Source: an optimization exercise on an open RTL-to-GDS flow (aim: small area, a short achievable clock period and few clock cycles per item). Production flows keep margins and buffers that such runs may drop.
Function was checked by simulation only, so behaviour that the tests miss may differ from the original.
Power and IR drop assume default switching activity.

// seq_alu
module seq_alu #(
    parameter int WIDTH   = 32,
    parameter int SHAMT_W = $clog2(WIDTH)
) (
    input  logic               clock_i,
    input  logic               reset_n_i,
    input  logic               start_i,
    input  logic [4:0]         opcode_i,
    input  logic [WIDTH-1:0]   a_i,
    input  logic [WIDTH-1:0]   b_i,
    output logic               ready_o,
    output logic               valid_o,
    output logic [2*WIDTH-1:0] result_o,
    output logic               zero_o,
    output logic               negative_o,
    output logic               div_by_zero_o,
    output logic               illegal_op_o
);
Size: about 3300 cells after synthesis, roughly 21000 sq um of cells after synthesis.
export LEC_CHECK = 0
export ABC_AREA = 1
export CAP_MARGIN = 20
export CORE_MARGIN = 2
export CORE_UTILIZATION = 40
export SETUP_SLACK_MARGIN = 4
export SLEW_MARGIN = 20
create_clock -name core_clock -period 8.0 [get_ports {clock_i}]
standard.sh (not shown) runs the stock make flow with config.mk's settings and CLKGATE_MAP_FILE= SYNTH_SCRIPT=/design/flow/synth_recipe.tcl, a recipe that flattens the netlist after the stock synthesis.
==> flow/flow/run.sh <==
#!/bin/bash
# Standard ORFS layout (the standard.sh), with the port buffers made from the
# smallest buffer cell. The whole make output goes to standard.log.
set -o pipefail
export BUFFER_PORTS_ARGS="-buffer_cell sky130_fd_sc_hd__buf_1"
bash standard.sh > standard.log 2>&1
The first run completed with no timing, DRC or antenna violations.
Testbench counts at the start, summed over its fixed seeds: cycles 22,659, ops 4,800.
Next try:
CORE_UTILIZATION = 45   (was 40)
Effect: Worst setup slack loses 0.013 ns; synthesized area does not change; wire length fell by a few percent.


v41:
seq_alu, a different RTL version from the one above (not shown whole).
Settings: LEC_CHECK=0, ABC_AREA=1, CAP_MARGIN=20, CORE_MARGIN=2, CORE_UTILIZATION=40, PLACE_DENSITY=0.85, SETUP_SLACK_MARGIN=4, SLEW_MARGIN=20; clock period 8.0 ns.
Scripts as last shown in full above: flow/flow/run.sh
v41 completed; timing, DRC and antenna clean
Testbench counts of v41, summed over its fixed seeds: cycles 21,831, ops 4,800.
Relative to v41, the following input files were edited for v48:
# v41
export LEC_CHECK = 0
export ABC_AREA = 1
export CAP_MARGIN = 20
export CORE_MARGIN = 2
export CORE_UTILIZATION = 40
export PLACE_DENSITY = 0.85
export SETUP_SLACK_MARGIN = 4
export SLEW_MARGIN = 20
create_clock -name core_clock -period 8.0 [get_ports {clock_i}]
# v48
export LEC_CHECK = 0
export ABC_AREA = 1
export CAP_MARGIN = 20
export CORE_MARGIN = 2
export CORE_UTILIZATION = 40
export PLACE_DENSITY = 0.7
export SETUP_SLACK_MARGIN = 4
export SLEW_MARGIN = 20
create_clock -name core_clock -period 8.0 [get_ports {clock_i}]
==> run notes <==
- Setup slack of the most critical reg-to-reg path, v41 and v48, higher one = v48.
- Between v41 and v48, the wire length on met1 does not differ in any meaningful way.
- Upper clock frequency limit deteriorates in v48 relative to v41.
- Type of the setup path with the least slack = reg2out: v48; type of the setup path with the least slack = reg2reg: v41
- Worst setup slack in v48 is 0.024 ns below v41.
- In v48 the clock network power share turned out 0.2 points higher than in v41.
- Re final period demand of the worst path: v41 and v48 aren't equal, and the lower value belongs to v41.
- v48: done, clean on timing, DRC and antenna
Relative to v48, the following input files were edited for v40:
# v48
export LEC_CHECK = 0
export ABC_AREA = 1
export CAP_MARGIN = 20
export CORE_MARGIN = 2
export CORE_UTILIZATION = 40
export PLACE_DENSITY = 0.7
export SETUP_SLACK_MARGIN = 4
export SLEW_MARGIN = 20
create_clock -name core_clock -period 8.0 [get_ports {clock_i}]
# v40
export LEC_CHECK = 0
export ABC_AREA = 1
export CAP_MARGIN = 20
export CORE_MARGIN = 2
export CORE_UTILIZATION = 40
export SETUP_SLACK_MARGIN = 4
export SLEW_MARGIN = 20
create_clock -name core_clock -period 8.0 [get_ports {clock_i}]
Notes after the runs:
- Summary of the comparison: setup slack is higher in v40, relative to v48.
- Status: number of cells in the finished layout apart from fillers parity (v48, v40)
- Routed wire in v40 totals more than in v48.
Modified inputs, v44 compared to v40
# v40
export LEC_CHECK = 0
export ABC_AREA = 1
export CAP_MARGIN = 20
export CORE_MARGIN = 2
export CORE_UTILIZATION = 40
export SETUP_SLACK_MARGIN = 4
export SLEW_MARGIN = 20
create_clock -name core_clock -period 8.0 [get_ports {clock_i}]
# v44
export LEC_CHECK = 0
export ABC_AREA = 1
export CAP_MARGIN = 20
export CORE_MARGIN = 2
export CORE_UTILIZATION = 40
export PLACE_DENSITY = 0.8
export SETUP_SLACK_MARGIN = 4.2
export SLEW_MARGIN = 20
create_clock -name core_clock -period 8.0 [get_ports {clock_i}]
[summary]
v44: PASS, flow complete, no timing, DRC or antenna violations
Re worst reg2reg path depth: v40 was lower than v44.
Via count across v40 and v44: no real change.
Diff v44..v40 | number of standard cells after synthesis | unchanged
Total length of routed wires improves in v44 relative to v40.
Measured against each other, v40 and v44 differ in cell depth of the worst setup path, the higher figure coming from v44.
v40 → v44: area of the multi-input gates went up by 4.6%; hold slack went down 0.035 ns.
Min register-to-register setup slack across v40 and v44: v44
Looking only at post-route cell area, and setting everything else aside, the higher value of v40 and v44 goes to v44.
Row clock network fraction of total power: v44 higher / v40 lower
On post-layout worst setup margin: between v40 and v44, it ends up higher for v40.
Changes in v55 relative to v44:
# v44
export LEC_CHECK = 0
export ABC_AREA = 1
export CAP_MARGIN = 20
export CORE_MARGIN = 2
export CORE_UTILIZATION = 40
export PLACE_DENSITY = 0.8
export SETUP_SLACK_MARGIN = 4.2
export SLEW_MARGIN = 20
create_clock -name core_clock -period 8.0 [get_ports {clock_i}]
# v55
export LEC_CHECK = 0
export ABC_AREA = 1
export CAP_MARGIN = 20
export CORE_MARGIN = 2
export CORE_UTILIZATION = 40
export PLACE_DENSITY = 0.8
export SETUP_SLACK_MARGIN = 4
export SLEW_MARGIN = 20
create_clock -name core_clock -period 8.0 [get_ports {clock_i}]
Diff v55 and v44: critical path depth lower in v55
From v44 to v55 the numbers moved as follows: area added between synthesis and finish has decreased; part of the power in combinational logic barely changed.
For v55, the critical-path cell with the highest stage delay was nor4_1, unlike v44, where it was dfrtp_2.
[v55] portion of total power attributed to the clock network rose 0.2 points relative to v44
Diff v55 and v44: highest clock rate higher in v55
Going from v44 to v55, number of non-filler instances in the completed layout lost 66; final worst-path setup slack picked up an extra 0.037 ns.

-- separate check: timing with driven ports --
How much do the figures lean on ideal ports? The routed layouts below were timed once more, with nothing changed but the port constraints.
Step 1 assumes that a clkbuf_16 drives the clock port and a buf_2 every other input.
Step 2 adds t to the input delays and takes it off the output delays; t is the mean of the earliest and latest rising clock arrival at the registers after step 1. Input paths then give back, and output paths get back, about the clock's delay inside the block.
Slacks: no drivers / after step 1 / after step 2; pairs: no drivers / after step 1.
run | t, ns | slack for setup (ns) | clock arrival spread, ns | worst slew at a driven data input, ns | cell pins on the clock port's net
the first run of note 1 | 0.538 | 3.951 / 3.929 / 3.698 | 0.018 / 0.019 | 0.05 | 1
the second run of note 1 | 0.538 | 3.939 / 3.913 / 3.700 | 0.023 / 0.023 | 0.04 | 1
v41 | 0.522 | 3.963 / 3.963 / 3.622 | 0.021 / 0.020 | 0.04 | 1
v48 | 0.523 | 3.939 / 3.882 / 3.714 | 0.025 / 0.024 | 0.04 | 1
v40 | 0.516 | 3.969 / 3.914 / 3.767 | 0.025 / 0.025 | 0.06 | 1
v44 | 0.524 | 3.948 / 3.948 / 3.834 | 0.023 / 0.023 | 0.04 | 1
v55 | 0.526 | 3.985 / 3.935 / 3.655 | 0.027 / 0.027 | 0.04 | 1
After both steps setup and hold are still met in every run listed. The setup slack of v41, which loses most, moves by 0.000 ns with the drivers and by -0.341 ns with both steps.
